This is an optimization exercise on Yosys and OpenROAD, whose aim is small area and a short achievable clock period, not a production implementation.
RTL that was checked went through simulation tests only; none was proved equivalent to the original.
No functional check of the RTL was part of run 7.
Power is estimated from default activity; no workload was simulated.

## flow/run.sh

```bash
#!/bin/bash
# synth_recipe.tcl (not shown) runs the flow's synth.tcl, then flattens the netlist and writes it again
# the make line also repeats each setting of config.mk as NAME=value (left out here)
make -C /OpenROAD-flow-scripts/flow DESIGN_CONFIG=/design/flow/config.mk WORK_HOME=/design/flow/orfs CLKGATE_MAP_FILE= SYNTH_SCRIPT=/design/flow/synth_recipe.tcl finish
```

## flow/config.mk

```make
export PLATFORM = sky130hd
export DESIGN_NAME = neoPixelTop
export DESIGN_NICKNAME = neoPixelTop
export VERILOG_FILES = /design/flow/design.v
export SDC_FILE = /design/flow/constraint.sdc
export NUM_CORES = 4
export LEC_CHECK = 0
export CAP_MARGIN = 20
export CORE_MARGIN = 2
export CORE_UTILIZATION = 35
export SETUP_SLACK_MARGIN = 3.3
export SLEW_MARGIN = 20
export TNS_END_PERCENT = 100
```

## flow/constraint.sdc

```tcl
create_clock -name core_clock -period 6.0 [get_ports {busClk}]
set_input_delay 1.2000 -clock core_clock [delete_from_list [all_inputs] [get_ports {busClk}]]
set_output_delay 1.2000 -clock core_clock [all_outputs]
set_load 0.01 [all_outputs]
```

## flow/design.v

```verilog
`default_nettype none
package neoBusPkg;
  localparam int addrWidth = 18;
  localparam int dataWidth = 8;
  localparam logic [1:0] regionVirtual = 2'd0;
  localparam logic [1:0] regionDelta   = 2'd1;
  localparam logic [1:0] regionRaw     = 2'd2;
  localparam logic [1:0] regionReg     = 2'd3;
  localparam logic [3:0] regMaxLo  = 4'd0;
  localparam logic [3:0] regMaxHi  = 4'd1;
  localparam logic [3:0] regCtrl   = 4'd2;
  localparam logic [3:0] regStatus = 4'd3;
  localparam int ctrlInitBit  = 0;
  localparam int ctrlLimitBit = 1;
  localparam int ctrlRunBit   = 2;
  localparam int ctrlLoopBit  = 3;
  localparam int ctrl32Bit    = 4;
endpackage
`default_nettype wire
`default_nettype none
package neoPixelPkg;
  localparam int bufferEnd  = 255;
  localparam int bufferBits = 8;
  localparam int virtualEnd  = 63;
  localparam int virtualBits = 6;
  localparam int maxBits = 13;  
  typedef union packed {
    logic [15:0] raw;
    struct packed {
      logic [13:0] slot;
      logic [1:0]  lowBits;
    } pixel;
  } deltaEntry;
  localparam int bitPeriod = 8;
  localparam int highZero  = 2;
  localparam int highOne   = 5;
  localparam int resetGap  = 40;
  localparam int fifoDepth    = 4;
  localparam int encoderSlots = 1;
endpackage
`default_nettype wire
`timescale 1ns/1ps
`default_nettype none
module neoPixelTop (
  input  wire                             busClk,
  input  wire                             arstN,
  input  wire [neoBusPkg::addrWidth-1:0]  busAddr,
  input  wire [neoBusPkg::dataWidth-1:0]  busDataIn,
  input  wire                             busWrite,
  input  wire                             busRead,
  output logic [neoBusPkg::dataWidth-1:0] busDataOut,
  output logic                            busReady,
  output logic                            neoData
);
  logic [1:0] region;
  logic [3:0] regIx;
  logic       wrVirtual;
  logic       wrDelta;
  logic       wrRaw;
  logic       wrReg;
  assign region    = busAddr[neoBusPkg::addrWidth-1 -: 2];
  assign regIx     = busAddr[3:0];
  assign wrVirtual = busWrite && region == neoBusPkg::regionVirtual;
  assign wrDelta   = busWrite && region == neoBusPkg::regionDelta;
  assign wrRaw     = busWrite && region == neoBusPkg::regionRaw;
  assign wrReg     = busWrite && region == neoBusPkg::regionReg;
  logic        virtualPending;
  logic [12:0] regMax;
  logic        ctrlInit;
  logic        ctrlLimit;
  logic        ctrlRun;
  logic        ctrlLoop;
  logic        ctrl32;
  logic        frameDone;
  logic        regRun;
  logic        busy;
  assign virtualPending = ~busReady;
  assign regRun = ctrlRun & ~frameDone;  
  always_ff @(posedge busClk or negedge arstN) begin
    if (!arstN) begin
      busReady  <= 1'b1;
      regMax    <= '0;
      ctrlInit  <= 1'b0;
      ctrlLimit <= 1'b0;
      ctrlRun   <= 1'b0;
      ctrlLoop  <= 1'b0;
      ctrl32    <= 1'b0;
    end else begin
      busReady <= ~wrVirtual;  
      if (frameDone) ctrlRun <= ctrlLoop;  
      if (ctrlInit) begin
        ctrlInit  <= 1'b0;
        ctrlLimit <= 1'b0;
        ctrlRun   <= 1'b0;
        ctrlLoop  <= 1'b0;
        ctrl32    <= 1'b0;
      end
      if (wrReg) begin
        case (regIx)
          neoBusPkg::regMaxLo: regMax[7:0]  <= busDataIn;
          neoBusPkg::regMaxHi: regMax[12:8] <= busDataIn[4:0];
          neoBusPkg::regCtrl: begin
            ctrlInit  <= busDataIn[neoBusPkg::ctrlInitBit];
            ctrlLimit <= busDataIn[neoBusPkg::ctrlLimitBit];
            ctrlRun   <= busDataIn[neoBusPkg::ctrlRunBit];
            ctrlLoop  <= busDataIn[neoBusPkg::ctrlLoopBit];
            ctrl32    <= busDataIn[neoBusPkg::ctrl32Bit];
          end
          default: ;  
        endcase
      end
    end
  end
  always_ff @(posedge busClk) begin
    if (busRead) begin
      if (region == neoBusPkg::regionReg) begin
        case (regIx)
          neoBusPkg::regMaxLo:  busDataOut <= regMax[7:0];
          neoBusPkg::regMaxHi:  busDataOut <= {3'b000, regMax[12:8]};
          neoBusPkg::regCtrl:   busDataOut <= {3'b000, ctrl32, ctrlLoop, ctrlRun, ctrlLimit, ctrlInit};
          neoBusPkg::regStatus: busDataOut <= {7'd0, busy};
          default:              busDataOut <= '0;
        endcase
      end else begin
        busDataOut <= '1;  
      end
    end
  end
  logic [7:0] deltaLow;
  logic [7:0] deltaMem [64];
  logic       deltaWrEn;      
  logic [5:0] deltaRdAddr;    
  logic [7:0] deltaWord;
  logic [7:0] mappedIx;
  logic       pixWrEn;
  logic [7:0] pixWrAddr;
  logic [7:0] pixWrData;
  always_ff @(posedge busClk) begin
    if (wrDelta && !busAddr[0]) deltaLow <= busDataIn;  
    deltaRdAddr <= ctrl32 ? busAddr[7:2] : busAddr[5:0];
    if (deltaWrEn) deltaMem[pixWrAddr[6:1]] <= deltaLow;
  end
  assign deltaWord = deltaMem[deltaRdAddr];
  assign mappedIx  = ctrl32 ? {deltaWord[7:2], pixWrAddr[1:0]} : deltaWord;
  always_ff @(posedge busClk or negedge arstN) begin
    if (!arstN) begin
      deltaWrEn <= 1'b0;
      pixWrEn   <= 1'b0;
    end else begin
      deltaWrEn <= wrDelta && busAddr[0];
      pixWrEn   <= virtualPending || wrRaw;
    end
  end
  always_ff @(posedge busClk) begin
    pixWrAddr <= virtualPending ? mappedIx : busAddr[7:0];
    pixWrData <= busDataIn;
  end
  logic [7:0] pixMem [256];
  logic [7:0] ix;
  logic [7:0] cand [4];
  logic [1:0] candSel;
  logic [7:0] pixelByte;
  always_ff @(posedge busClk) begin
    if (pixWrEn) pixMem[pixWrAddr] <= pixWrData;
  end
  always_ff @(posedge busClk) begin
    for (int k = 0; k < 4; k++) begin
      if (pixWrEn && pixWrAddr == {2'(k), ix[5:0]}) cand[k] <= pixWrData;
      else cand[k] <= pixMem[{2'(k), ix[5:0]}];
    end
    candSel <= ix[7:6];
  end
  assign pixelByte = cand[candSel];
  typedef enum logic [1:0] {fIdle, fFetch, fWait} fetchState;
  fetchState fState;
  logic [2:0] credits;    
  logic readPending;      
  logic lastPending;
  logic atLast;
  logic issue;
  logic fifoCredit;
  assign atLast = ix == 8'd255 || (ctrlLimit && {5'd0, ix} == regMax);
  assign issue  = fState == fFetch && regRun && credits != 3'd0 && !readPending;
  assign busy   = fState != fIdle;
  always_ff @(posedge busClk or negedge arstN) begin
    if (!arstN) begin
      fState      <= fIdle;
      ix          <= '0;
      credits     <= 3'd4;
      readPending <= 1'b0;
      lastPending <= 1'b0;
    end else begin
      readPending <= issue;
      if (issue) lastPending <= atLast;
      credits <= credits - {2'b00, issue} + {2'b00, fifoCredit};
      case (fState)
        fIdle: begin
          if (regRun) begin
            fState <= fFetch;
            ix     <= '0;
          end
        end
        fFetch: begin
          if (!regRun) begin
            fState <= fIdle;  
          end else if (issue) begin
            if (atLast) fState <= fWait;
            else ix <= ix + 1'b1;
          end
        end
        default: begin
          if (!regRun) fState <= fIdle;  
        end
      endcase
    end
  end
  logic [8:0] queue [4];  
  logic [1:0] wrPtr;
  logic [1:0] rdPtr;
  logic [2:0] count;
  logic [1:0] downCredits;
  logic       deq;
  logic       encValid;
  logic [7:0] encData;
  logic       encLast;
  logic       encCredit;
  assign deq = count != 3'd0 && downCredits != 2'd0;
  always_ff @(posedge busClk) begin
    if (readPending) queue[wrPtr] <= {lastPending, pixelByte};
    if (deq) {encLast, encData} <= queue[rdPtr];
  end
  always_ff @(posedge busClk or negedge arstN) begin
    if (!arstN) begin
      wrPtr       <= '0;
      rdPtr       <= '0;
      count       <= '0;
      downCredits <= 2'd1;
      encValid    <= 1'b0;
      fifoCredit  <= 1'b0;
    end else begin
      if (readPending) wrPtr <= wrPtr + 1'b1;
      if (deq) rdPtr <= rdPtr + 1'b1;
      count       <= count + {2'b00, readPending} - {2'b00, deq};
      downCredits <= downCredits - {1'b0, deq} + {1'b0, encCredit};
      encValid    <= deq;
      fifoCredit  <= deq;
    end
  end
  typedef enum logic [1:0] {eIdle, eBits, eGap} encState;
  encState    eState, eStateN;
  logic       slotFull;
  logic [7:0] slotData;
  logic       slotLast;
  logic [7:0] shifter, shifterN;
  logic       curLast;
  logic [2:0] phase, phaseN;
  logic [2:0] bitIx, bitIxN;
  logic [5:0] gapCnt, gapCntN;
  logic       frameDoneN;
  logic       periodEnd;
  logic       byteEnd;
  logic       load;
  assign periodEnd = eState == eBits && phase == 3'd7;
  assign byteEnd   = periodEnd && bitIx == 3'd7;
  assign load      = slotFull && (eState == eIdle || (byteEnd && !curLast));
  always_comb begin
    eStateN    = eState;
    phaseN     = phase;
    bitIxN     = bitIx;
    gapCntN    = gapCnt;
    frameDoneN = 1'b0;
    if (load) begin
      eStateN = eBits;
      phaseN  = '0;
      bitIxN  = '0;
    end else begin
      case (eState)
        eBits: begin
          if (periodEnd) begin
            phaseN = '0;
            bitIxN = bitIx + 1'b1;
            if (bitIx == 3'd7) begin
              eStateN = curLast ? eGap : eIdle;
              gapCntN = '0;
            end
          end else begin
            phaseN = phase + 1'b1;
          end
        end
        eGap: begin
          if (gapCnt == 6'd39) begin
            eStateN    = eIdle;
            frameDoneN = 1'b1;
          end else begin
            gapCntN = gapCnt + 1'b1;
          end
        end
        default: ;
      endcase
    end
    if (load) shifterN = slotData;
    else if (periodEnd) shifterN = {shifter[6:0], 1'b0};  
    else shifterN = shifter;
  end
  always_ff @(posedge busClk) begin
    if (encValid) begin
      slotData <= encData;
      slotLast <= encLast;
    end
    shifter <= shifterN;
    if (load) curLast <= slotLast;
  end
  always_ff @(posedge busClk or negedge arstN) begin
    if (!arstN) begin
      eState    <= eIdle;
      slotFull  <= 1'b0;
      phase     <= '0;
      bitIx     <= '0;
      gapCnt    <= '0;
      encCredit <= 1'b0;
      frameDone <= 1'b0;
      neoData   <= 1'b0;
    end else begin
      eState    <= eStateN;
      phase     <= phaseN;
      bitIx     <= bitIxN;
      gapCnt    <= gapCntN;
      frameDone <= frameDoneN;
      encCredit <= load;  
      if (load) slotFull <= 1'b0;
      else if (encValid) slotFull <= 1'b1;
      neoData <= eStateN == eBits && phaseN < (shifterN[7] ? 3'd5 : 3'd2);
    end
  end
endmodule
`default_nettype wire
```

==> results of run 1 <==
[power by group]
| group | total [mW] | internal, mW | switching (mW) |
|---|---|---|---|
| sequential | 21.2 | 21.0 | 0.188 |
| clock | 17.2 | 9.97 | 7.28 |
| combinational | 10.4 | 5.30 | 5.08 |
[cell families (layout without fill, tap and decap cells)]
group | count (synthesis) | after routing | synth area share
DFF | 2733 | 2733 | 0.7690
other | 0 | 4 | 0
and+or+nand+nor | 677 | 677 | 0.02793
AOI/OAI and AO/OA | 162 | 162 | 0.01065
buffers and inverters | 303 | 839 | 0.01329
adders and majority gates | 23 | 23 | 0.002858
xor gates and xnor gates | 26 | 26 | 0.002150
muxes | 869 | 869 | 0.1741
[registers in the layout (all words and copies together) (netlist names), 3 cells and up, named ones only]
register    cells
pixMem       2048
deltaMem      512
queue          36
regMax         13
busDataOut      8
deltaLow        8
encData         8
ix              8
pixWrAddr       8
pixWrData       8
shifter         8
slotData        8
gapCnt          6
bitIx           3
count           3
credits         3
phase           3
[layout by cell type, fill, tap and decap left out, types with 10 or more instances in the layout]
cell | netlist | layout
buf_12 | 0 | 44
clkbuf_1 | 125 | 65
nand2_1 | 145 | 132
a211oi_1 | 18 | 14
nor2_4 | 0 | 181
clkinv_2 | 0 | 47
nand2b_1 | 13 | 11
bufinv_16 | 0 | 20
ha_1 | 21 | 21
buf_16 | 0 | 38
a22oi_1 | 11 | 10
mux4_2 | 776 | 776
mux2i_1 | 61 | 57
nor2b_1 | 23 | 19
clkdlybuf4s50_1 | 0 | 18
mux2_2 | 32 | 29
buf_4 | 30 | 146
buf_6 | 7 | 14
xor2_1 | 17 | 17
nor2_2 | 0 | 127
bufbuf_16 | 0 | 13
clkinv_1 | 1 | 53
a21oi_1 | 29 | 28
nand3_1 | 30 | 27
dfxtp_4 | 0 | 16
inv_1 | 30 | 27
nor2_1 | 364 | 56
and2_1 | 14 | 14
edfxtp_1 | 2640 | 2640
dfrtp_1 | 61 | 60
dfxtp_1 | 29 | 12
o21ai_0 | 24 | 19
nor3_1 | 17 | 14
clkbuf_16 | 0 | 306
[through the flow]
stage	util	hold WS (ps)	total power, mW	worst slack [ps]	area (um^2)
CTS	0.4110	414.7	48.70	2559	123500
finish	0.4160	413.8	48.82	2537	125000
floorplan	-	400.3	27.67	3267	106200
global route	0.4160	432.7	50.26	2535	125000
detailed placement	0.3699	405.7	30.11	1781	111200
global placement	0.3699	400.5	30.07	1737	111200
[critical path: stages (launching register included)]
cell and delay (ps):
dfxtp_4 410, buf_4 140, buf_12 130, buf_4 190
bufbuf_16 350, mux4_2 580, mux4_2 490, mux4_2 560
o32a_4 320
[how the worst min path moves through the flow]
| stage | end | slack (ps) | cells past startpoint |
|---|---|---|---|
| CTS | slotData[3] | 410 | 0 |
| global route | slotData[1] | 430 | 0 |
| global placement | slotData[3] | 400 | 0 |
| detailed placement | slotData[1] | 410 | 0 |
| floorplan | curLast | 400 | 0 |
| finish | slotData[3] | 410 | 0 |
[layer usage]
layer / global-route usage / share of wire / vias to the layer above
met1: 0.2365 / 0.42 / 27602
met4: 0.04791 / 0.029 / 2
met3: 0.02958 / 0.070 / 396
li1: - / - / 20750
met5: 0 / 0.000049 / -
met2: 0.2752 / 0.48 / 1948
[cell type report]
type	instances	area (um^2)	share of cell area
Clock inverter	142	1280	0.01024
Tap cell	3958	4952	0.03961
Sequential cell	2733	81530	0.6521
Multi-Input combinational cell	1757	25200	0.2015
Clock buffer	364	7704	0.06162
Antenna cell	4	10.01	0.00008006
Inverter	32	136.4	0.001091
Timing Repair Buffer	301	4220	0.03376
[timing repair]
item	CTS	global route
gates resized for setup	527	190
setup endpoints to repair	2286	1351
buffers inserted	79	44
pin swaps	11	17
cloned	27	9
==> summary.md, run 1 <==
| Metric | Value |
|---|---|
| Maxcap violations | `0` |
| Final hold vios | `0` |
| Power Density | `390.4 nW/um^2` |
| DIE HEIGHT | `approximately 550 um` |
| Worst-case clock buffer depth | `4` |
| Drt drc | `0` |
| Clk slew on worst S/H paths | `approximately 60 ps` |
| Post-synth EDFFs | `2640` |
| CP required | `around 6600 ps` |
| Warnings from Yosys | `2` |
| Via count | `50698` |
| Top post-synthesis cells by count | `edfxtp_1 (2640), mux4_2 (776), nor2_1 (364), nand2_1 (145), clkbuf_1 (125)` |
| Core box area | `300500 um^2` |
| First drt pass iteration count | `6` |
| Final TNS setup | `0 ps` |
| Pin count of the biggest net entering global routing | `201` |
| Syn avg cell area | `22.10 um^2` |
| Worst slew margin | `0.2592` |
| Worst-case clock skew | `71.77 ps` |
| GRT Overall Usage | `0.1701` |
| Cell with the most instances after synthesis | `edfxtp_1` |
| Crit path DAT | `4030 ps` |
| First-pass GRT wire length | `380900 um` |
| Critical path launch point type | `register` |
| Antenna viol nets, final | `0` |
| Synth top area share | `0.7483` |
| Worst setup path end | `queue[3][7]` |
| Worst-skew pair later-pin latency | `860 ps` |
| Post-Place Cells | `8622` |
| Layout cell share with drive strength beyond 1 | `0.3541` |
| CTS buffer count | `285` |
| Fin crit share | `0.5771` |
| Static Leak | `37.90 nW` |
| Max Transition Viols Final | `0` |
| Root Buffer Master | `clkbuf_16` |
| Fin nets | `5163` |
| Cell Rows | `201` |
| RSZ-0062 raised after global routing | `yes` |
| Total die area | `307100 um^2` |
| H-tree levels | `5` |
| Worst Reg-to-Reg Cells | `8` |
| Die X | `554.2 um` |
| Critical path peak fanout | `10` |
| CTS Sinks | `2733` |
| Distinct cells, synth | `68` |
| Crit path kind | `reg2reg` |
| Cell taking the most area after synthesis | `edfxtp_1` |
| Avg WL per Cell | `28.84 um` |
| Ys async rst share | `0.02342` |
| Status | `no timing/DRC/antenna violations` |
| Final setup fails | `0` |
| DP HPWL | `149400 um` |
| Number of antenna violations at the first check in global routing | `4` |
| Hold_buf cts | `0` |
| CTS tree | `yes` |
| R2R Setup Slk | `~2500 ps` |
| Routed wire length | `267900 um` |
| Cell Area, Synth | `105900 um^2` |
| Register area share after synthesis | `0.7690` |
| P&R area growth vs syn | `18.02%` |
| Setup crit end kind | `register` |
| R2r endpoint | `queue[3][7]` |
| Via density per instance | `5.457` |
| Seq cells post-synth | `2733` |
| Vias in the first global route | `51500` |
| Syn nets | `4846` |
| Tightest Pin Transition | `1111 ps` |
| Starting DRT DRC Count | `5782` |
| Cell Count, Final, Fillers Out | `9291` |
| I/O Buffers | `31` |
| F_max | `288.8 MHz` |
| GRT overflow | `0` |
| Hold Path Class | `reg2reg` |
| Hold Path Origin | `encData[3]` |
| Ports | `40` |
| Initial core utilization | `0.3525` |
| Placer congestion estimate | `0.8000` |
| Mapped Cells | `4793` |
| IR drop worst, VDD | `around 0.38 mV` |
| Fillers | `25646` |
| Ranking of synthesized cells by area | `edfxtp_1 (75%), mux4_2 (16%), dfrtp_1 (1.4%), nor2_1 (1.3%), mux2i_1 (0.58%)` |
| Tmin final | `3463 ps` |
| Top FF cell, synth | `edfxtp_1` |
==> run 2, diff against run 1 <==
--- a/flow/config.mk
+++ b/flow/config.mk
@@ -6,7 +6,9 @@
 export NUM_CORES = 4
 export LEC_CHECK = 0
+export ABC_CLOCK_PERIOD_IN_PS = 2700
 export CAP_MARGIN = 20
 export CORE_MARGIN = 2
 export CORE_UTILIZATION = 35
+export GPL_TIMING_DRIVEN = 1
 export SETUP_SLACK_MARGIN = 3.3
 export SLEW_MARGIN = 20
==> run 2 against run 1 <==
Via count did not move; routed wire length did not move; cell count did not move; non-clock buffer count did not move; global-route usage did not move; combinational power barely moved; critical path depth did not move; highest routed layer unchanged.
==> summary.md, run 2 <==
| Metric | Value |
|---|---|
| GRT overflow | `0` |
| Fillers | `25646` |
| Slowest cell on crit path | `mux4_2` |
| Ranking of synthesized cells by area | `edfxtp_1 (75%), mux4_2 (16%), dfrtp_1 (1.4%), nor2_1 (1.3%), mux2i_1 (0.58%)` |
| Tmin final | `3463 ps` |
| Cell Rows | `201` |
| Fin nets | `5163` |
| Ys async rst share | `0.02342` |
| Leading cell type in the layout, fill and taps excluded | `edfxtp_1` |
| Syn avg cell area | `22.10 um^2` |
| Top cell by count, worst path | `mux4_2` |
| Hold_buf cts | `0` |
| RSZ-0062 raised after global routing | `yes` |
| Hold Path Class | `reg2reg` |
| Drt drc | `0` |
| Worst slew margin | `0.2592` |
| GRT Overall Usage | `0.1701` |
| Power Density | `390.4 nW/um^2` |
| Via count | `roughly 51000` |
| Antenna viol nets, final | `0` |
| Final setup fails | `0` |
| Distinct cells, synth | `68` |
| Pin count of the biggest net entering global routing | `roughly 200` |
| Mapped Cells | `4793` |
| Max Transition Viols Final | `0` |
| Top FF cell, synth | `edfxtp_1` |
| Number of antenna violations at the first check in global routing | `4` |
| CTS tree | `yes` |
| Placer congestion estimate | `0.8000` |
| Met2 usage | `0.2752` |
| Largest Register | `pixMem` |
| IR drop worst, VDD | `0.3782 mV` |
| Root Buffer Master | `clkbuf_16` |
| Pre-CTS setup slack | `1781 ps` |
| CTS Sinks | `roughly 2700` |
| Cell Count, Final, Fillers Out | `9291` |
| CTS buffer count | `285` |
| Gr busiest metal | `met2` |
| Static Leak | `around 38 nW` |
| I/O Buffers | `31` |
| Worst Reg-to-Reg Cells | `8` |
| Die X | `554.2 um` |
| Cell taking the most area after synthesis | `edfxtp_1` |
| CP required | `6570 ps` |
| Depth of the worst hold-timing path | `0` |
| Crit path DAT | `4030 ps` |
| Routed wire length | `approximately 270000 um` |
| DIE HEIGHT | `554.2 um` |
| Critical path launch point type | `register` |
| Worst-case clock buffer depth | `4` |
| Met3 Resource Use GR | `0.02958` |
| Layout cell share with drive strength beyond 1 | `0.3541` |
| Starting DRT DRC Count | `5782` |
| Fin crit share | `0.5771` |
| P&R area growth vs syn | `18.02%` |
| Crit path kind | `reg2reg` |
| Final hold vios | `0` |
| Clk slew on worst S/H paths | `60 ps` |
| Fin worst setup slack | `2537 ps` |
| Core box area | `about 300000 um^2` |
| Max reg flops | `2048` |
| Avg WL per Cell | `28.84 um` |
| DP HPWL | `149400 um` |
| F_max | `288.8 MHz` |
| Vias in the first global route | `51500` |
| First-pass GRT wire length | `between 300000 and 400000 um` |
| Register area share after synthesis | `0.7690` |
| Setup crit end kind | `register` |
| Slowest Stage Delay on Critical Path | `580 ps` |
| Syn nets | `roughly 4800` |
| Most frequent cells in the layout | `edfxtp_1 (2640), mux4_2 (776), clkbuf_16 (306), nor2_4 (181), buf_4 (146)` |
| Cell with the most instances after synthesis | `edfxtp_1` |
| Tightest Pin Transition | `between 1000 and 1500 ps` |
| Pwr Total | `roughly 49 mW` |
| Cell Area, Synth | `about 110000 um^2` |
| Worst-case clock skew | `a little over 70 ps` |
| First drt pass iteration count | `6` |
| Seq cells post-synth | `2733` |
| Top post-synthesis cells by count | `edfxtp_1 (2640), mux4_2 (776), nor2_1 (364), nand2_1 (145), clkbuf_1 (125)` |
| Ports | `40` |
| Worst-skew pair later-pin latency | `860 ps` |
| Final TNS setup | `0 ps` |
| Maxcap violations | `0` |
| Via density per instance | `approximately 5.5` |
| Status | `no timing/DRC/antenna violations` |
| Synth top area share | `0.7483` |
| Post-synth EDFFs | `2640` |
| H-tree levels | `5` |
| Post-Place Cells | `about 8600` |
| Cells along the critical path | `buf_4, buf_12, buf_4, bufbuf_16, mux4_2, mux4_2, mux4_2, o32a_4` |
| Critical path peak fanout | `10` |
| Warnings from Yosys | `2` |
| Initial core utilization | `0.3525` |
| Met1 Use GR | `0.2365` |
| Total die area | `307100 um^2` |
## run 2: cell counts after synthesis
Identical to the previous run, type by type.
## run 2: critical path, delay by kind of cell, from the launching register on
kind | cells | cell delay, ps
mux | 3 | 1630
buf+inv | 4 | 810
flops | 1 | 410
compound gates | 1 | 320
## run 2: area by class of cell
cell class / instances / area (um^2) / area share
diodes: 4 / 10.01 / 0.00008006
clock buffers: 364 / 7704 / 0.06162
clock inverters: 142 / 1280 / 0.01024
inverters: 32 / 136.4 / 0.001091
multi-input cells: 1757 / 25200 / 0.2015
flip-flops and latches: 2733 / 81530 / 0.6521
well taps: 3958 / 4952 / 0.03961
repair buffers: 301 / 4220 / 0.03376
## run 2: timing repair
item / 4_1_cts / 5_1_grt
pin swaps: 11 / 17
setup endpoints to repair: 2286 / 1351
gates resized for setup: 527 / 190
setup buffers: 79 / 44
gates cloned: 27 / 9
## run 2: routing by layer
| layer | wire, um | up-vias |
|---|---|---|
| li1 | - | 20750 |
| met1 | 111700 | 27602 |
| met2 | 129800 | 1948 |
| met3 | 18640 | 396 |
| met4 | 7714 | 2 |
| met5 | 13 | - |
## run 2: final timing paths
| path | slack [ps] | endpoint | start |
|---|---|---|---|
| worst max-delay path | 2540 | queue[3][7] | register |
| worst min-delay path | 410 | slotData[3] | encData[3] |
| worst max register to register | 2540 | queue[3][7] | register |
| worst min register to register | 410 | slotData[3] | encData[3] |
| max in group asynchronous | 4930 | neoData | arstN |
| min in group asynchronous | 440 | deltaWrEn | arstN |
## run 2: cell families (layout without fill, tap and decap cells)
logic type | count (synthesis) | count (layout) | synth area share
AO/OA/AOI/OAI | 162 | 162 | 0.01065
adder cells (fa/ha/maj) | 23 | 23 | 0.002858
multiplexers | 869 | 869 | 0.1741
buffers and inverters | 303 | 839 | 0.01329
other | 0 | 4 | 0
AND/OR/NAND/NOR | 677 | 677 | 0.02793
flip-flops | 2733 | 2733 | 0.7690
XOR/XNOR | 26 | 26 | 0.002150
## run 2: where the power goes
part / internal, mW / switching, mW
Combinational: 5.30 / 5.08
Clock: 9.97 / 7.28
Sequential: 21.0 / 0.188
Total: 36.3 / 12.5
## run 2: through the flow
| stage | util | instance area (um^2) | hold WS [ps] |
|---|---|---|---|
| final | 0.4160 | 125000 | 413.8 |
| after global routing | 0.4160 | 125000 | 432.7 |
| after CTS | 0.4110 | 123500 | 414.7 |
| after detailed placement | 0.3699 | 111200 | 405.7 |
| after global placement | 0.3699 | 111200 | 400.5 |
| after floorplan | - | 106200 | 400.3 |
==> run 3, diff against run 2 <==
==> flow/config.mk (replaced) <==
export PLATFORM = sky130hd
export DESIGN_NAME = neoPixelTop
export DESIGN_NICKNAME = neoPixelTop
export VERILOG_FILES = /design/flow/design.v
export SDC_FILE = /design/flow/constraint.sdc
export NUM_CORES = 4
export LEC_CHECK = 0
export CAP_MARGIN = 20
export CORE_MARGIN = 2
export CORE_UTILIZATION = 35
export SLEW_MARGIN = 20
==> run 3 against run 2 <==
Power fell by 4.8%; non-clock buffer count fell by 154; fmax fell by 20%; via count fell by 3.1%; synthesized cell count did not move; highest routed layer is now met4.
==> summary.md, run 3 <==
| Metric | Value |
|---|---|
| Worst-case clock skew | `around 65 ps` |
| Final TNS setup | `0 ps` |
| Fillers | `26202` |
| Warnings from Yosys | `2` |
| Post-synth EDFFs | `2640` |
| First drt pass iteration count | `6` |
| Max Transition Viols Final | `0` |
| Most frequent cells in the layout | `edfxtp_1 (2640), mux4_2 (776), nor2_1 (361), clkbuf_16 (297), nand2_1 (145)` |
| Drt drc | `0` |
| Avg WL per Cell | `27.59 um` |
| Fin util | `0.3993` |
| Power Density | `387.1 nW/um^2` |
| Crit path DAT | `approximately 4800 ps` |
| Hold Path Class | `reg2reg` |
| CTS tree | `yes` |
| Ports | `40` |
| Cell Rows | `201` |
| Synth top area share | `0.7483` |
| Worst slew margin | `0.2472` |
| Status | `no timing/DRC/antenna violations` |
| Via density per instance | `5.379` |
| Post_cts resized | `0` |
| Antenna viol nets, final | `0` |
| Syn avg cell area | `roughly 22 um^2` |
| Routed wire length | `around 250000 um` |
| Syn nets | `about 4800` |
| Tightest Pin Transition | `1125 ps` |
| DP HPWL | `148400 um` |
| Initial core utilization | `0.3525` |
| Vias in the first global route | `between 50000 and 60000` |
| Post-Place Cells | `8625` |
| CTS Sinks | `~2700` |
| Cell with the most instances after synthesis | `edfxtp_1` |
| First-pass GRT wire length | `between 300000 and 400000 um` |
| Ys async rst share | `0.02342` |
| Via count | `49113` |
| F_max | `232.5 MHz` |
| Static Leak | `approximately 36 nW` |
| RSZ-0062 raised after global routing | `no` |
| Core box area | `300500 um^2` |
| Max reg flops | `2048` |
| CTS buffer count | `291` |
| Total die area | `307100 um^2` |
| Cell Count, Final, Fillers Out | `~9100` |
| Worst-skew pair later-pin latency | `860 ps` |
| Seq cells post-synth | `2733` |
| Final instance area | `120000 um^2` |
| GRT overflow | `0` |
| Final setup fails | `0` |
| Final hold vios | `0` |
| Leading cell type in the layout, fill and taps excluded | `edfxtp_1` |
| Number of antenna violations at the first check in global routing | `7` |
| Ranking of synthesized cells by area | `edfxtp_1 (75%), mux4_2 (16%), dfrtp_1 (1.4%), nor2_1 (1.3%), mux2i_1 (0.58%)` |
| Worst-case clock buffer depth | `4` |
| Pin count of the biggest net entering global routing | `243` |
| IR drop worst, VDD | `0.3294 mV` |
| Top FF cell, synth | `edfxtp_1` |
| Tmin final | `4302 ps` |
| H-tree levels | `5` |
| Die X | `approximately 550 um` |
| Root Buffer Master | `clkbuf_16` |
| Critical path launch point type | `register` |
| Pre-CTS setup slack | `1625 ps` |
| DIE HEIGHT | `approximately 550 um` |
| Register area share after synthesis | `0.7690` |
| Fin nets | `around 5000` |
| Maxcap violations | `0` |
| Largest Register | `pixMem` |
| Register Area | `slightly above 80000 um^2` |
| Top post-synthesis cells by count | `edfxtp_1 (2640), mux4_2 (776), nor2_1 (364), nand2_1 (145), clkbuf_1 (125)` |
| Setup crit end kind | `register` |
| Cell Area, Synth | `105900 um^2` |
| Starting DRT DRC Count | `roughly 5700` |
| Fin Hold WS | `414.3 ps` |
| Pwr Total | `46.45 mW` |
| Placer congestion estimate | `0.7994` |
| Mapped Cells | `4793` |
| GRT Overall Usage | `0.1613` |
| Fin crit share | `0.7170` |
| Cell taking the most area after synthesis | `edfxtp_1` |
| Fin worst setup slack | `approximately 1700 ps` |
| Distinct cells, synth | `between 60 and 70` |
| Layout cell share with drive strength beyond 1 | `0.2609` |
| Crit path kind | `reg2reg` |
| Hold_buf cts | `0` |
| I/O Buffers | `31` |
| Critical path peak fanout | `30` |
| Clk slew on worst S/H paths | `60 ps` |
| Dpl cell area | `111100 um^2` |
| Multi-input logic area | `23100 um^2` |
| P&R area growth vs syn | `13.27%` |
| Hold Path Origin | `encData[7]` |
| CP required | `about 6500 ps` |
| Post-CTS setup buffers | `0` |
[run 3: cell counts after synthesis]
Identical to the previous run, type by type.
[run 3: critical path, cell delays in order (launching register included)]
cell	delay (ps)
dfxtp_4	890
buf_4	550
buf_4	420
mux4_2	570
mux4_2	520
o22a_1	240
o211ai_1	150
o21ai_0	120
or3_1	470
[run 3: final timing paths]
path                               endpoint  cells past startpoint  slack [ps]
worst min-delay path            slotData[7]                      0         410
worst max-delay path            queue[0][3]                      8        1700
worst min register to register  slotData[7]                      0         410
min in group asynchronous         deltaWrEn                      1         450
max in group asynchronous          phase[0]                      1        4980
worst max register to register  queue[0][3]                      8        1700
[run 3: area by class of cell]
| type | count | share of cell area |
|---|---|---|
| tap | 3958 | 0.04127 |
| sequential | 2733 | 0.6794 |
| antenna | 2 | 0.00004171 |
| clock buffer | 366 | 0.06443 |
| inverter | 32 | 0.001043 |
| clock inverter | 135 | 0.009144 |
| timing repair buffer | 147 | 0.01224 |
| multi-input combinational | 1757 | 0.1925 |
[run 3: report_power, final]
part	switching (mW)	internal, mW	total, mW	leakage, nW
Sequential	0.355	21.0	21.4	24.8
Clock	7.23	9.70	16.9	4.32
Combinational	4.14	4.03	8.17	7.19
[run 3: per-layer routing]
| metal | vias to the layer above | GRT usage | part of all wire | wire (um) |
|---|---|---|---|---|
| li1 | 20374 | - | - | - |
| met2 | 1683 | 0.2630 | 0.49 | 123100 |
| met5 | - | 0 | 0 | 0 |
| met3 | 382 | 0.02488 | 0.061 | 15320 |
| met1 | 26674 | 0.2240 | 0.42 | 106500 |
| met4 | 0 | 0.04717 | 0.028 | 7017 |
[run 3: kinds of logic (layout without fill, tap and decap cells)]
kind of cell             count (synthesis)  count (layout)  share of synthesized area
XOR/XNOR                                26              26                   0.002150
AND/OR/NAND/NOR                        677             677                    0.02793
multiplexers                           869             869                     0.1741
flip-flops                            2733            2733                     0.7690
buffers and inverters                  303             680                    0.01329
adder cells (fa/ha/maj)                 23              23                   0.002858
AO/OA/AOI/OAI                          162             162                    0.01065
other                                    0               2                          0
==> run 4, diff against run 3 <==
--- a/flow/design.v
+++ b/flow/design.v
@@ -50,5 +50,5 @@
   input  wire                             busRead,
   output logic [neoBusPkg::dataWidth-1:0] busDataOut,
-  output logic                            busReady,
+  output wire                             busReady,
   output logic                            neoData
 );
@@ -75,9 +75,9 @@
   logic        regRun;
   logic        busy;
-  assign virtualPending = ~busReady;
+  assign busReady = ~virtualPending;
   assign regRun = ctrlRun & ~frameDone;  
   always_ff @(posedge busClk or negedge arstN) begin
     if (!arstN) begin
-      busReady  <= 1'b1;
+      virtualPending <= 1'b0;
       regMax    <= '0;
       ctrlInit  <= 1'b0;
@@ -87,5 +87,5 @@
       ctrl32    <= 1'b0;
     end else begin
-      busReady <= ~wrVirtual;  
+      virtualPending <= wrVirtual;  
       if (frameDone) ctrlRun <= ctrlLoop;  
       if (ctrlInit) begin
@@ -127,42 +127,42 @@
     end
   end
-  logic [7:0] deltaLow;
-  logic [7:0] deltaMem [64];
-  logic       deltaWrEn;      
-  logic [5:0] deltaRdAddr;    
-  logic [7:0] deltaWord;
-  logic [7:0] mappedIx;
-  logic       pixWrEn;
-  logic [7:0] pixWrAddr;
-  logic [7:0] pixWrData;
+  logic [7:0]       deltaLow;
+  logic [63:0][7:0] deltaMem;
+  logic [5:0]       deltaRdAddr;
+  logic [3:0][7:0]  deltaCand;    
+  logic [1:0]       deltaSel;
+  logic [7:0]       deltaWord;
+  logic [1:0]       virtualChan;
+  logic [7:0]       mappedIx;
+  assign deltaRdAddr = ctrl32 ? busAddr[7:2] : busAddr[5:0];
   always_ff @(posedge busClk) begin
     if (wrDelta && !busAddr[0]) deltaLow <= busDataIn;  
-    deltaRdAddr <= ctrl32 ? busAddr[7:2] : busAddr[5:0];
-    if (deltaWrEn) deltaMem[pixWrAddr[6:1]] <= deltaLow;
-  end
-  assign deltaWord = deltaMem[deltaRdAddr];
-  assign mappedIx  = ctrl32 ? {deltaWord[7:2], pixWrAddr[1:0]} : deltaWord;
-  always_ff @(posedge busClk or negedge arstN) begin
-    if (!arstN) begin
-      deltaWrEn <= 1'b0;
-      pixWrEn   <= 1'b0;
-    end else begin
-      deltaWrEn <= wrDelta && busAddr[0];
-      pixWrEn   <= virtualPending || wrRaw;
+    for (int i = 0; i < 64; i++) begin
+      if (wrDelta && busAddr[0] && busAddr[6:1] == 6'(i)) deltaMem[i] <= deltaLow;
     end
+    for (int k = 0; k < 4; k++) deltaCand[k] <= deltaMem[{2'(k), deltaRdAddr[3:0]}];
+    deltaSel    <= deltaRdAddr[5:4];
+    virtualChan <= busAddr[1:0];
+  end
+  assign deltaWord = deltaCand[deltaSel];
+  assign mappedIx  = ctrl32 ? {deltaWord[7:2], virtualChan} : deltaWord;
+  logic        pixWrEn;
+  logic [7:0]  pixWrAddr;
+  logic [7:0]  pixWrData;
+  logic [255:0][7:0] pixMem;
+  logic [7:0]  ix;
+  logic [3:0][7:0] cand;    
+  logic [1:0]  candSel;
+  logic [7:0]  pixelByte;
+  always_ff @(posedge busClk or negedge arstN) begin
+    if (!arstN) pixWrEn <= 1'b0;
+    else        pixWrEn <= virtualPending || wrRaw;
   end
   always_ff @(posedge busClk) begin
     pixWrAddr <= virtualPending ? mappedIx : busAddr[7:0];
     pixWrData <= busDataIn;
-  end
-  logic [7:0] pixMem [256];
-  logic [7:0] ix;
-  logic [7:0] cand [4];
-  logic [1:0] candSel;
-  logic [7:0] pixelByte;
-  always_ff @(posedge busClk) begin
-    if (pixWrEn) pixMem[pixWrAddr] <= pixWrData;
-  end
-  always_ff @(posedge busClk) begin
+    for (int i = 0; i < 256; i++) begin
+      if (pixWrEn && pixWrAddr == 8'(i)) pixMem[i] <= pixWrData;
+    end
     for (int k = 0; k < 4; k++) begin
       if (pixWrEn && pixWrAddr == {2'(k), ix[5:0]}) cand[k] <= pixWrData;
--- a/flow/config.mk
+++ b/flow/config.mk
@@ -9,3 +9,5 @@
 export CORE_MARGIN = 2
 export CORE_UTILIZATION = 35
+export SETUP_SLACK_MARGIN = 3.5
 export SLEW_MARGIN = 20
+export TNS_END_PERCENT = 100
==> run 4 against run 3 <==
Synthesized cell count is 12% higher; global-route usage is 2.3 points higher; sequential cell count increased by 55; synthesized area grew 1.8%; register-to-register slack better by 1500 ps; design area up 10%; sequential share of layout area fell by 5.6 points; combinational power fell by 81%; critical path depth decreased by 6; via count up 16%; worst setup slack improved by 1400 ps; non-clock buffer count up 371; critical path type is now reg2out; critical endpoint is now busReady; largest power group unchanged.
==> summary.md, run 4 <==
| Metric | Value |
|---|---|
| Status | `no timing/DRC/antenna violations` |
| Ports | `40` |
| GRT overflow | `0` |
| Vias in the first global route | `56581` |
| Fin Hold WS | `421.1 ps` |
| Die X | `559.1 um` |
| Crit path kind | `reg2out` |
| Placer congestion estimate | `approximately 0.83` |
| WP buf/inv | `2` |
| I/O Buffers | `31` |
| Tmin final | `2874 ps` |
| Post-synth EDFFs | `2638` |
| Critical path peak fanout | `2` |
| Hold Path Class | `reg2reg` |
| Via density per instance | `5.562` |
| CTS buffer count | `294` |
| Fin nets | `between 5000 and 6000` |
| Top post-synthesis cells by count | `edfxtp_1 (2638), mux4_2 (562), nor2_1 (362), mux2i_1 (304), nand2_1 (221)` |
| Slowest Stage Delay on Critical Path | `390 ps` |
| Crit path DAT | `1670 ps` |
| H-tree levels | `5` |
| RSZ-0062 raised after global routing | `yes` |
| Max Transition Viols Final | `0` |
| DIE HEIGHT | `around 560 um` |
| Mux share of post-synthesis cell area | `0.1480` |
| F_max | `347.9 MHz` |
| NetSw | `8.601 mW` |
| Final setup fails | `0` |
| Top FF cell, synth | `edfxtp_1` |
| Worst slew margin | `0.3164` |
| Fin worst setup slack | `~3100 ps` |
| Sequential share of power | `0.531` |
| CTS tree | `yes` |
| CTS Sinks | `2788` |
| XOR/XNOR Fraction of Synth Area | `0.001949` |
| Cell taking the most area after synthesis | `edfxtp_1` |
| Antenna viol nets, final | `0` |
| Drt drc | `0` |
| Hold_buf cts | `0` |
| Register area share after synthesis | `0.7652` |
| Ys async rst share | `0.02260` |
| Starting DRT DRC Count | `6476` |
| Cell Rows | `~200` |
| CP required | `4800 ps` |
| Worst-skew pair later-pin latency | `870 ps` |
| Cell with the most instances after synthesis | `edfxtp_1` |
| Synth top area share | `0.7344` |
| Maxcap violations | `0` |
| Clock power share | `0.430` |
| Root Buffer Master | `clkbuf_16` |
| Pwr Total | `40.64 mW` |
| P&R area growth vs syn | `22.88%` |
| Worst-case clock skew | `63.73 ps` |
| Distinct cells, synth | `73` |
| Total die area | `roughly 310000 um^2` |
| Largest Register | `pixMem` |
| Leading cell type in the layout, fill and taps excluded | `edfxtp_1` |
| Main combinational cell family by area after synthesis | `multiplexers` |
| Cell Area, Synth | `107900 um^2` |
| Worst Reg-to-Reg Cells | `9` |
| Depth of the worst hold-timing path | `0` |
| Slowest cell on crit path | `dfrtp_2` |
| Compound-cell area share of the yosys netlist | `0.03235` |
| Setup crit end kind | `output pin` |
| Final TNS setup | `0 ps` |
| Number of antenna violations at the first check in global routing | `12` |
| Seq cells post-synth | `2788` |
| Tightest Pin Transition | `1025 ps` |
| Cell-internal power | `32.04 mW` |
| IR drop worst, VDD | `between 0.2 and 0.25 mV` |
| Final hold vios | `0` |
| DP HPWL | `162100 um` |
| First-pass GRT wire length | `419100 um` |
| Top delay family on crit path | `buffers and inverters` |
| Syn avg cell area | `20.04 um^2` |
| Avg WL per Cell | `29.22 um` |
| Pre-CTS setup slack | `1471 ps` |
| Combinational Power Share | `0.039` |
| Synth Area in Adders | `0.002691` |
| Sw frac | `0.2116` |
| Cell Count, Final, Fillers Out | `~10000` |
| Static Leak | `40.11 nW` |
| Initial core utilization | `0.3521` |
| Layout cell share with drive strength beyond 1 | `0.3578` |
| GRT Overall Usage | `0.1843` |
| Cells along the critical path | `clkinvlp_4, buf_6` |
| Mapped Cells | `5383` |
| Worst-case clock buffer depth | `4` |
| Routed wire length | `slightly below 300000 um` |
| Power Density | `just over 300 nW/um^2` |
| Most frequent cells in the layout | `edfxtp_1 (2638), mux4_2 (562), clkbuf_16 (310), nor2_4 (278), mux2i_1 (255)` |
| Max reg flops | `2048` |
| Critical path launch point type | `register` |
| Via count | `56762` |
| Syn nets | `5435` |
| First drt pass iteration count | `5` |
| Post-Place Cells | `9318` |
| Core box area | `306300 um^2` |
| Fin crit share | `0.4790` |
| Ranking of synthesized cells by area | `edfxtp_1 (73%), mux4_2 (12%), mux2i_1 (2.8%), dfxtp_1 (1.6%), dfrtp_1 (1.4%)` |
| Pin count of the biggest net entering global routing | `184` |
| Warnings from Yosys | `1` |
| Crit path depth | `2` |
| Clk slew on worst S/H paths | `60 ps` |
| Post-Synth Simple-Gate Area | `0.03327` |
==> run 4: final cells by class <==
type                            count  area, um^2
Tap cell                         4100        5130
Fill cell                       25969      173800
Clock buffer                      378        7891
Inverter                           24       102.6
Timing Repair Buffer              518        7440
Multi-Input combinational cell   2257       28200
Clock inverter                    136        1166
Sequential cell                  2788       82600
Antenna cell                        4       10.01
==> run 4: layer usage <==
layer	vias to the layer above	GRT usage	routed length [um]
li1	23183	-	-
met1	30169	0.2537	120600
met2	2822	0.2950	140700
met3	582	0.03195	24870
met4	6	0.06499	11930
met5	-	0	33
==> run 4: final timing paths <==
kind                                 from          end  slack [ps]
hold reg to reg                encData[5]  slotData[5]         420
setup reg to reg                    ix[0]      cand[8]        3160
max in group asynchronous           arstN       ctrl32        4830
setup / recovery           virtualPending     busReady        3130
hold / removal                 encData[5]  slotData[5]         420
min in group asynchronous           arstN    frameDone         470
==> run 4: repair_timing <==
action / CTS / global route
endpoints found under the setup margin: 2684 / 1946
resized for setup: 983 / 318
cloned: 60 / 9
buffers inserted: 227 / 72
pin swaps: 110 / 119
==> run 4: cells by family (layout without fill, tap and decap cells) <==
group           count (synthesis)  after routing
mux                           889            889
xor+xnor                       24             24
compound gates                502            502
other cells                     0              4
fa+ha+maj                      22             22
flops                        2788           2788
simple gates                  819            820
buf+inv                       339           1056
==> run 4: power groups by stage <==
stage	registers, mW	logic, mW	clock network (mW)
after CTS	21.6	1.50	17.7
after floorplan	21.9	0.819	0
after global routing	21.6	1.68	18.4
after global placement	22.0	1.28	0
after detailed placement	22.0	1.31	0
final	21.6	1.59	17.5
==> run 4: per-stage QoR <==
stage,instance area (um^2),util
after CTS,130200,0.4250
after global routing,132500,0.4327
final,132500,0.4327
after floorplan,108500,-
after detailed placement,113400,0.3702
after global placement,113400,0.3702
==> run 4: worst register-to-register path, stage by stage, from the launching register on <==
cell,delay [ps]
dfrtp_4,440
buf_12,130
buf_16,170
buf_16,180
mux4_2,570
mux2i_4,210
nor2_1,110
a2111oi_4,530
nor4_4,110
a221o_1,280
==> run 5, diff against run 4 <==
--- a/flow/config.mk
+++ b/flow/config.mk
@@ -8,5 +8,6 @@
 export CAP_MARGIN = 20
 export CORE_MARGIN = 2
-export CORE_UTILIZATION = 35
+export CORE_UTILIZATION = 60
+export PLACE_DENSITY = 0.7
 export SETUP_SLACK_MARGIN = 3.5
 export SLEW_MARGIN = 20
==> run 5 against run 4 <==
Clock skew is 21 ps lower; sequential cell count stayed put; combinational power is 9% higher; routed wire length is 2.0% lower; still clean on timing, DRC and antenna.
==> summary.md, run 5 <==
| Metric | Value |
|---|---|
| Fin crit share | `0.4674` |
| Slowest cell on crit path | `mux4_2` |
| Drt drc | `0` |
| Via count | `57360` |
| CP required | `6740 ps` |
| Antenna viol nets, final | `0` |
| Sw frac | `0.2090` |
| Cells along the critical path | `buf_12, buf_16, mux4_2, mux4_2, o211ai_1, nand3_1` |
| Leading cell type in the layout, fill and taps excluded | `edfxtp_1` |
| Total die area | `183200 um^2` |
| Final TNS setup | `0 ps` |
| Slowest Stage Delay on Critical Path | `570 ps` |
| Initial core utilization | `0.6039` |
| Gr busiest metal | `met2` |
| Fin Hold WS | `about 370 ps` |
| Top FF cell, synth | `edfxtp_1` |
| NetSw | `8.396 mW` |
| Top post-synthesis cells by count | `edfxtp_1 (2638), mux4_2 (562), nor2_1 (362), mux2i_1 (304), nand2_1 (221)` |
| Cell with the most instances after synthesis | `edfxtp_1` |
| Fin worst setup slack | `around 3200 ps` |
| Pwr Total | `40.17 mW` |
| Post-Place Cells | `~7600` |
| Syn avg cell area | `20.04 um^2` |
| Ys async rst share | `0.02260` |
| Placer congestion estimate | `between 0.8 and 0.9` |
| Max reg flops | `2048` |
| Met1 Use GR | `0.4251` |
| Fin nets | `between 5000 and 6000` |
| Setup crit end kind | `register` |
| Top cell by count, worst path | `mux4_2` |
| Dpl cell area | `111200 um^2` |
| Worst-case clock buffer depth | `4` |
| Clk slew on worst S/H paths | `around 60 ps` |
| Cell Area, Synth | `107900 um^2` |
| Routed wire length | `~290000 um` |
| Number of antenna violations at the first check in global routing | `4` |
| Register area share after synthesis | `0.7652` |
| Ports | `40` |
| Worst slew margin | `0.2004` |
| Sequential share of power | `0.537` |
| First-pass GRT wire length | `a little over 400000 um` |
| Distinct cells, synth | `between 70 and 80` |
| Final hold vios | `0` |
| Die X | `428.0 um` |
| Via density per instance | `6.820` |
| Synth top area share | `0.7344` |
| Largest Register | `pixMem` |
| F_max | `356.6 MHz` |
| Cell-internal power | `approximately 32 mW` |
| Pre-CTS setup slack | `1619 ps` |
| Mux share of post-synthesis cell area | `0.1480` |
| Hold_buf cts | `0` |
| Crit path kind | `reg2reg` |
| Mapped Cells | `around 5400` |
| Power Density | `311.0 nW/um^2` |
| Clock power share | `0.420` |
| Ranking of synthesized cells by area | `edfxtp_1 (73%), mux4_2 (12%), mux2i_1 (2.8%), dfxtp_1 (1.6%), dfrtp_1 (1.4%)` |
| CTS Sinks | `around 2800` |
| Core box area | `between 150000 and 200000 um^2` |
| Combinational Power Share | `0.043` |
| IR drop worst, VDD | `0.3592 mV` |
| XOR/XNOR Fraction of Synth Area | `0.001949` |
| GRT Overall Usage | `0.3140` |
| CTS tree | `yes` |
| First drt pass iteration count | `8` |
| Tmin final | `2804 ps` |
| P&R area growth vs syn | `19.75%` |
| Hold Path Class | `in2async` |
| Maxcap violations | `0` |
| Starting DRT DRC Count | `7761` |
| I/O Buffers | `31` |
| Critical path launch point type | `register` |
| Pin count of the biggest net entering global routing | `215` |
| Status | `no timing/DRC/antenna violations` |
| Post-Synth Simple-Gate Area | `0.03327` |
| Final instance area | `129200 um^2` |
| Fin util | `0.7231` |
| DIE HEIGHT | `428.0 um` |
| Layout cell share with drive strength beyond 1 | `0.3537` |
| Cell Count, Final, Fillers Out | `around 8400` |
| DP HPWL | `151100 um` |
| H-tree levels | `5` |
| Tightest Pin Transition | `1199 ps` |
| Worst-case clock skew | `about 43 ps` |
| Synth Area in Adders | `0.002691` |
| Avg WL per Cell | `~35 um` |
| Post-synth EDFFs | `~2600` |
| Max Transition Viols Final | `0` |
| GRT overflow | `0` |
| Worst-skew pair later-pin latency | `slightly above 900 ps` |
| Most frequent cells in the layout | `edfxtp_1 (2638), mux4_2 (562), clkbuf_16 (304), nor2_4 (269), mux2i_1 (254)` |
| Vias in the first global route | `56616` |
| Crit path DAT | `~3600 ps` |
| Final setup fails | `0` |
| Cell taking the most area after synthesis | `edfxtp_1` |
| Critical path peak fanout | `7` |
| Met3 Resource Use GR | `0.06907` |
| Warnings from Yosys | `1` |
| Static Leak | `39.53 nW` |
| Cell Rows | `155` |
| CTS buffer count | `288` |
| Seq cells post-synth | `2788` |
| Root Buffer Master | `clkbuf_16` |
| RSZ-0062 raised after global routing | `yes` |
| Syn nets | `5435` |
| Met2 usage | `0.4941` |
| Compound-cell area share of the yosys netlist | `0.03235` |
| Main combinational cell family by area after synthesis | `multiplexers` |
==> run 5: cell types whose count changed in the layout (fill, tap and decap cells not counted), moves of 8 or more <==
cell,before,now
a211oi_1,20,11
nor2_4,278,269
nand2_2,22,35
buf_8,20,12
o21ai_2,8,22
clkinv_2,52,40
buf_4,226,237
buf_12,92,76
==> run 5: cells by family (layout without fill, tap and decap cells) <==
kind of cell | after synthesis | count (layout)
flip-flops | 2788 | 2788
multiplexers | 889 | 891
AND/OR/NAND/NOR | 819 | 821
AO/OA/AOI/OAI | 502 | 502
buffers and inverters | 339 | 1005
XOR/XNOR | 24 | 24
adder cells (fa/ha/maj) | 22 | 22
other | 0 | 3
==> run 5: cell type report <==
cell class / count / area (um^2)
fillers: 9842 / 49460
diodes: 3 / 7.507
clock inverters: 106 / 819.5
clock buffers: 384 / 7878
inverters: 24 / 96.34
repair buffers: 491 / 6758
multi-input cells: 2260 / 28050
well taps: 2355 / 2947
flip-flops and latches: 2788 / 82600
==> run 5: what timing repair did <==
item,CTS,global route
buffers inserted,199,78
pin swaps,102,88
cloned,60,10
resized for setup,1021,205
endpoints found under the hold margin,0,0
setup endpoints to repair,2696,1541
==> run 5: power groups by stage <==
stage / clock, mW / sequential, mW / combinational, mW
finish: 16.9 / 21.6 / 1.74
global route: 17.7 / 21.6 / 1.82
CTS: 16.9 / 21.6 / 1.60
detailed placement: 0 / 22.0 / 1.29
global placement: 0 / 22.0 / 1.26
floorplan: 0 / 21.9 / 0.819
==> run 5: routing by layer <==
layer  share of wire  wire (um)  vias to the layer above
met4           0.055      16160                        0
met1            0.36     106100                    30013
met2            0.48     140600                     3526
met5               0          0                        -
met3            0.10      29380                      774
li1                -          -                    23047
==> run 5: worst paths after layout <==
kind                       startpoint              to  slack, ps  cells after the start
hold / removal                  arstN  virtualPending        370                      1
setup reg to reg                ix[0]         cand[9]       3200                      6
setup / recovery                ix[0]         cand[9]       3200                      6
min in group core_clock    encData[5]     slotData[5]        420                      0
hold reg to reg            encData[5]     slotData[5]        420                      0
max in group asynchronous       arstN           ix[0]       4970                      1
==> run 5: worst max-delay path, delay by kind of cell, from the launching register on <==
family	cells	cell delay [ps]
flops	1	450
buf+inv	2	380
mux	2	1130
simple gates	1	180
compound gates	1	470
==> run 6, diff against run 5 <==
--- a/flow/config.mk
+++ b/flow/config.mk
@@ -9,4 +9,6 @@
 export CORE_MARGIN = 2
 export CORE_UTILIZATION = 60
+export CTS_CLUSTER_DIAMETER = 100
+export CTS_CLUSTER_SIZE = 30
 export PLACE_DENSITY = 0.7
 export SETUP_SLACK_MARGIN = 3.5
==> run 6 against run 5 <==
Via count decreased by 2.7%; clock skew decreased by 17 ps; still clean on timing, DRC and antenna; combinational power is essentially flat; critical path depth rose by 1; first-iteration DRC count fell by 3.5%; hold slack improved by 55 ps; sequential power about the same; cell count shrank 3.2%; critical path type unchanged.
==> summary.md, run 6 <==
| Metric | Value |
|---|---|
| Status | `no timing/DRC/antenna violations` |
| Clk slew on worst S/H paths | `120 ps` |
| Register area share after synthesis | `0.7652` |
| Ys async rst share | `0.02260` |
| Met2 usage | `0.4759` |
| Static Leak | `about 37 nW` |
| First drt pass iteration count | `8` |
| Met3 Resource Use GR | `0.05735` |
| Setup crit end kind | `register` |
| Mapped Cells | `5383` |
| Crit path DAT | `3460 ps` |
| CTS buffer count | `103` |
| Worst slew margin | `0.2195` |
| Fin nets | `5765` |
| Warnings from Yosys | `1` |
| DP HPWL | `151100 um` |
| Seq cells post-synth | `2788` |
| Syn nets | `5435` |
| Core box area | `between 150000 and 200000 um^2` |
| Slowest Stage Delay on Critical Path | `560 ps` |
| Most frequent cells in the layout | `edfxtp_1 (2638), mux4_2 (562), buf_4 (271), nor2_4 (269), mux2i_1 (252)` |
| First-pass GRT wire length | `391200 um` |
| P&R area growth vs syn | `14.95%` |
| Hold Path Class | `reg2reg` |
| Top FF cell, synth | `edfxtp_1` |
| Avg WL per Cell | `~35 um` |
| Initial core utilization | `0.6039` |
| Number of antenna violations at the first check in global routing | `2` |
| DIE HEIGHT | `428.0 um` |
| Dpl cell area | `111200 um^2` |
| Max reg flops | `~2000` |
| CP required | `between 6000 and 7000 ps` |
| Fillers | `10527` |
| Via density per instance | `between 6 and 7` |
| Cell Rows | `155` |
| Crit path kind | `reg2reg` |
| Ranking of synthesized cells by area | `edfxtp_1 (73%), mux4_2 (12%), mux2i_1 (2.8%), dfxtp_1 (1.6%), dfrtp_1 (1.4%)` |
| Distinct cells, synth | `73` |
| Fin crit share | `0.4626` |
| Final setup fails | `0` |
| Starting DRT DRC Count | `7487` |
| Max Transition Viols Final | `0` |
| Layout cell share with drive strength beyond 1 | `0.3329` |
| RSZ-0062 raised after global routing | `yes` |
| Cell Area, Synth | `107900 um^2` |
| Worst-case clock skew | `25.72 ps` |
| Antenna viol nets, final | `0` |
| I/O Buffers | `31` |
| Cell taking the most area after synthesis | `edfxtp_1` |
| Top post-synthesis cells by count | `edfxtp_1 (2638), mux4_2 (562), nor2_1 (362), mux2i_1 (304), nand2_1 (221)` |
| Worst-case clock buffer depth | `3` |
| Drt drc | `0` |
| Worst-skew pair later-pin latency | `810 ps` |
| Leading cell type in the layout, fill and taps excluded | `edfxtp_1` |
| CTS Sinks | `2788` |
| Cells along the critical path | `buf_12, buf_16, buf_16, mux4_2, mux4_2, o211ai_1, nand3_1` |
| R2R Setup Slk | `about 3200 ps` |
| Cell with the most instances after synthesis | `edfxtp_1` |
| Tightest Pin Transition | `1171 ps` |
| Gr busiest metal | `met2` |
| Critical path launch point type | `register` |
| Tmin final | `between 2000 and 3000 ps` |
| Critical path peak fanout | `8` |
| Final TNS setup | `0 ps` |
| Power Density | `259.7 nW/um^2` |
| Syn avg cell area | `roughly 20 um^2` |
| CTS tree | `yes` |
| Largest Register | `pixMem` |
| GRT overflow | `0` |
| GRT Overall Usage | `0.2997` |
| Final hold vios | `0` |
| Met1 Use GR | `0.4125` |
| WP buf/inv | `3` |
| Placer congestion estimate | `0.8679` |
| Total die area | `between 150000 and 200000 um^2` |
| Root Buffer Master | `clkbuf_16` |
| Top delay family on crit path | `multiplexers` |
| Final instance area | `approximately 120000 um^2` |
| IR drop worst, VDD | `~0.26 mV` |
| Pin count of the biggest net entering global routing | `roughly 220` |
| H-tree levels | `3` |
| Slowest cell on crit path | `mux4_2` |
| Hold_buf cts | `0` |
| Ports | `40` |
| Vias in the first global route | `53848` |
| Via count | `55808` |
| Routed wire length | `282200 um` |
| F_max | `360.3 MHz` |
| Maxcap violations | `0` |
| Post-synth EDFFs | `2638` |
| Synth top area share | `0.7344` |
| Die X | `428.0 um` |
run 6: cell counts after synthesis:
No cell type changed its count.
run 6: what timing repair did:
| action | CTS | global route |
|---|---|---|
| buffers inserted | 175 | 144 |
| cloned | 58 | 15 |
| pin swaps | 106 | 97 |
| gates resized for setup | 984 | 259 |
| setup endpoints to repair | 2696 | 2012 |
run 6: area by class of cell:
cell class | count | area (um^2) | share of cell area
Inverter | 24 | 96.34 | 0.0007770
Sequential cell | 2788 | 82600 | 0.6662
Clock buffer | 165 | 2810 | 0.02266
Clock inverter | 12 | 132.6 | 0.001070
Timing Repair Buffer | 536 | 7256 | 0.05852
Multi-Input combinational cell | 2260 | 28150 | 0.2270
Tap cell | 2355 | 2947 | 0.02376
Antenna cell | 1 | 2.502 | 0.00002018
run 6: report_power, final:
group | switching [mW] | total [mW] | leakage (nW) | internal, mW
logic | 1.03 | 1.74 | 10.4 | 0.708
registers | 0.201 | 21.5 | 25.2 | 21.3
clock network | 5.62 | 8.92 | 1.40 | 3.30
total | 6.85 | 32.2 | 37.0 | 25.3
run 6: layer usage:
layer  vias to the layer above  routed length, um
li1                      22622                  -
met3                       573              27980
met1                     29430             103700
met2                      3181             137200
met5                         -                 13
met4                         2              13350
run 6: kinds of logic after synthesis:
family                   after synthesis  share of synthesized area
flip-flops                          2788                     0.7652
multiplexers                         889                     0.1480
buffers and inverters                339                    0.01656
XOR/XNOR                              24                   0.001949
AND/OR/NAND/NOR                      819                    0.03327
adder cells (fa/ha/maj)               22                   0.002691
AO/OA/AOI/OAI                        502                    0.03235
run 6: final timing paths:
path	start	to	cells past startpoint
worst max-delay path	ix[0]	cand[9]	7
worst min-delay path	encData[5]	slotData[5]	0
worst max register to register	ix[0]	cand[9]	7
worst min register to register	encData[5]	slotData[5]	0
max in group asynchronous	arstN	ix[5]	1
min in group asynchronous	arstN	virtualPending	1
run 6: per-stage QoR:
| step | cells | power [mW] | utilization | hold slack (ps) | setup WS [ps] |
|---|---|---|---|---|---|
| after floorplan | 5383 | 22.76 | - | 400.3 | 3189 |
| final | 8141 | 32.20 | 0.6942 | 429.7 | 3224 |
| after detailed placement | 7571 | 23.25 | 0.6224 | 408.4 | 1619 |
| after global placement | 7571 | 23.22 | 0.6224 | 402.9 | 1625 |
| after CTS | 7981 | 32.06 | 0.6790 | 432.0 | 3213 |
| after global routing | 8140 | 32.94 | 0.6942 | 438.1 | 3184 |
run 6: worst reg2reg max path: stages, from the launching register on:
cell      delay (ps)
dfrtp_4          540
buf_12           150
buf_16           140
buf_16           160
mux4_2           490
mux4_2           560
o211ai_1         450
nand3_1          170
==> run 7, diff against run 6 <==
--- a/flow/design.v
+++ b/flow/design.v
@@ -141,9 +141,16 @@
       if (wrDelta && busAddr[0] && busAddr[6:1] == 6'(i)) deltaMem[i] <= deltaLow;
     end
-    for (int k = 0; k < 4; k++) deltaCand[k] <= deltaMem[{2'(k), deltaRdAddr[3:0]}];
+    for (int k = 0; k < 4; k++) deltaCand[k] <= deltaRd[k];
     deltaSel    <= deltaRdAddr[5:4];
     virtualChan <= busAddr[1:0];
   end
   assign deltaWord = deltaCand[deltaSel];
+  logic [3:0][7:0] deltaRd;
+  always_comb begin
+    deltaRd = '0;
+    for (int k = 0; k < 4; k++)
+      for (int i = 0; i < 16; i++)
+        deltaRd[k] = deltaRd[k] | ({8{deltaRdAddr[3:0] == 4'(i)}} & deltaMem[16*k + i]);
+  end
   assign mappedIx  = ctrl32 ? {deltaWord[7:2], virtualChan} : deltaWord;
   logic        pixWrEn;
@@ -167,9 +174,16 @@
     for (int k = 0; k < 4; k++) begin
       if (pixWrEn && pixWrAddr == {2'(k), ix[5:0]}) cand[k] <= pixWrData;
-      else cand[k] <= pixMem[{2'(k), ix[5:0]}];
+      else cand[k] <= pixRd[k];
     end
     candSel <= ix[7:6];
   end
   assign pixelByte = cand[candSel];
+  logic [3:0][7:0] pixRd;
+  always_comb begin
+    pixRd = '0;
+    for (int k = 0; k < 4; k++)
+      for (int i = 0; i < 64; i++)
+        pixRd[k] = pixRd[k] | ({8{ix[5:0] == 6'(i)}} & pixMem[64*k + i]);
+  end
   typedef enum logic [1:0] {fIdle, fFetch, fWait} fetchState;
   fetchState fState;
--- a/flow/config.mk
+++ b/flow/config.mk
@@ -9,6 +9,4 @@
 export CORE_MARGIN = 2
 export CORE_UTILIZATION = 60
-export CTS_CLUSTER_DIAMETER = 100
-export CTS_CLUSTER_SIZE = 30
 export PLACE_DENSITY = 0.7
 export SETUP_SLACK_MARGIN = 3.5
==> run 7 against run 6 <==
The flow now stops in global routing (5_1_grt); synthesized area shrank 3.8%; synthesized cell count grew 14%.
==> summary.md, run 7 <==
| Metric | Value |
|---|---|
| Status | `did not finish` |
| CTS buffer count | `289` |
| Warnings from Yosys | `1` |
| Post-synth EDFFs | `~2600` |
| Number of antenna violations at the first check in global routing | `53` |
| Worst endpoint, post-GRT repair | `cand[14]$_DFF_P_/D` |
| Register area share after synthesis | `0.7951` |
| Worst_ep kind | `register data pin` |
| Ports | `40` |
| H-tree levels | `5` |
| Dpl cell area | `109300 um^2` |
| Synth top area share | `0.7631` |
| Placer congestion estimate | `around 1.1` |
| Worst-case clock buffer depth | `4` |
| DIE HEIGHT | `419.9 um` |
| I/O Buffers | `31` |
| Hold_buf cts | `0` |
| Cell Rows | `about 150` |
| Top FF cell, synth | `edfxtp_1` |
| Die X | `419.9 um` |
| Tool error | `[ERROR GRT-0229] Vertical edge usage exceeds the maximum allowed. (27, 58) usage=65535 limit=2200` |
| Cell Area, Synth | `103800 um^2` |
| DP HPWL | `241100 um` |
| Seq cells post-synth | `2788` |
| Syn avg cell area | `16.85 um^2` |
| Initial core utilization | `0.6045` |
| Mapped Cells | `6160` |
| Ys async rst share | `0.02260` |
| Top post-synthesis cells by count | `edfxtp_1 (2638), a22oi_1 (815), nor2_1 (499), nand2_1 (278), clkbuf_1 (198)` |
| Ranking of synthesized cells by area | `edfxtp_1 (76%), a22oi_1 (5.9%), nor2_1 (1.8%), dfxtp_1 (1.7%), dfrtp_1 (1.5%)` |
| Cell with the most instances after synthesis | `edfxtp_1` |
| Failed at | `global routing (5_1_grt)` |
| CTS Sinks | `2788` |
| Cell taking the most area after synthesis | `edfxtp_1` |
| Syn nets | `6216` |
| Post-Place Cells | `8470` |
| Root Buffer Master | `clkbuf_16` |
| Distinct cells, synth | `82` |
| Pin count of the biggest net entering global routing | `186` |
## run 7: cell count changes after synthesis, moves of 50 or more
cell | before | now
nand3_1 | 81 | 131
nand4_1 | 6 | 127
nand2_1 | 221 | 278
nor3_1 | 22 | 84
a221oi_1 | 21 | 93
nor2_1 | 362 | 499
mux2i_1 | 304 | 81
mux4_2 | 562 | 28
a22o_1 | 11 | 81
a222oi_1 | 0 | 58
a22oi_1 | 91 | 815
## run 7: how the worst min path moves through the flow
| stage | startpoint | endpoint |
|---|---|---|
| floorplan | slotLast | curLast |
| global placement | encData[6] | slotData[6] |
| detailed placement | encData[4] | slotData[4] |
| CTS | arstN | downCredits[1] |
## run 7: power groups by stage
| stage | logic (mW) | registers [mW] | clock network [mW] |
|---|---|---|---|
| 4_1_cts | 1.70 | 21.5 | 17.0 |
| 3_5_place_dp | 1.38 | 21.9 | 0 |
| 3_3_place_gp | 1.35 | 21.9 | 0 |
| 2_1_floorplan | 0.757 | 21.9 | 0 |
## run 7: cell families after synthesis
family	count (synthesis)	share of synthesized area
flops	2788	0.7951
compound gates	1434	0.1036
simple gates	1355	0.06174
buf+inv	389	0.01649
mux	144	0.01774
fa+ha+maj	26	0.003278
xor+xnor	24	0.002025
## run 7: what timing repair did
item                                     CTS
resized for setup                        904
cloned                                    11
pin swaps                                265
endpoints found under the setup margin  2517
setup buffers                            446
hold endpoints to repair                   0
## run 7: through the flow
stage / hold slack, ps / utilization / worst slack (ps) / power (mW)
after CTS: 396.6 / 0.7369 / 3000 / 40.27
after global placement: 400.3 / 0.6359 / 1367 / 23.28
after detailed placement: 405.2 / 0.6365 / 1315 / 23.32
after floorplan: 400.3 / - / 3269 / 22.69

-- separate check: timing with driven ports --
In the flow no input, the clock included, has a driving cell. The finished layouts below were timed again as built, in two steps. Step 1 assumes that a clkbuf_16 drives the clock port and a buf_2 every other input. Step 2 also shifts input and output timing later by t, the mid clock arrival at the registers, as if the neighbouring blocks saw the same clock. Slacks: ideal / step 1 / step 2; pairs: ideal / step 1.
run | t, ns | setup slack, ns | latest minus earliest clock arrival (ns)
run 1 | 0.917 | 2.537 / 2.537 / 2.537 | 0.083 / 0.083
run 2 | 0.917 | 2.537 / 2.537 / 2.537 | 0.083 / 0.083
run 3 | 0.924 | 1.698 / 1.698 / 1.698 | 0.075 / 0.075
run 4 | 0.949 | 3.126 / 3.009 / 2.579 | 0.080 / 0.080
run 5 | 0.995 | 3.196 / 3.196 / 2.503 | 0.049 / 0.048
run 6 | 0.887 | 3.224 / 3.224 / 2.670 | 0.033 / 0.033
After both steps setup and hold are still met in every run listed. For run 5, which loses most, drivers alone change the setup slack by 0.000 ns; drivers and shift together by -0.693 ns.
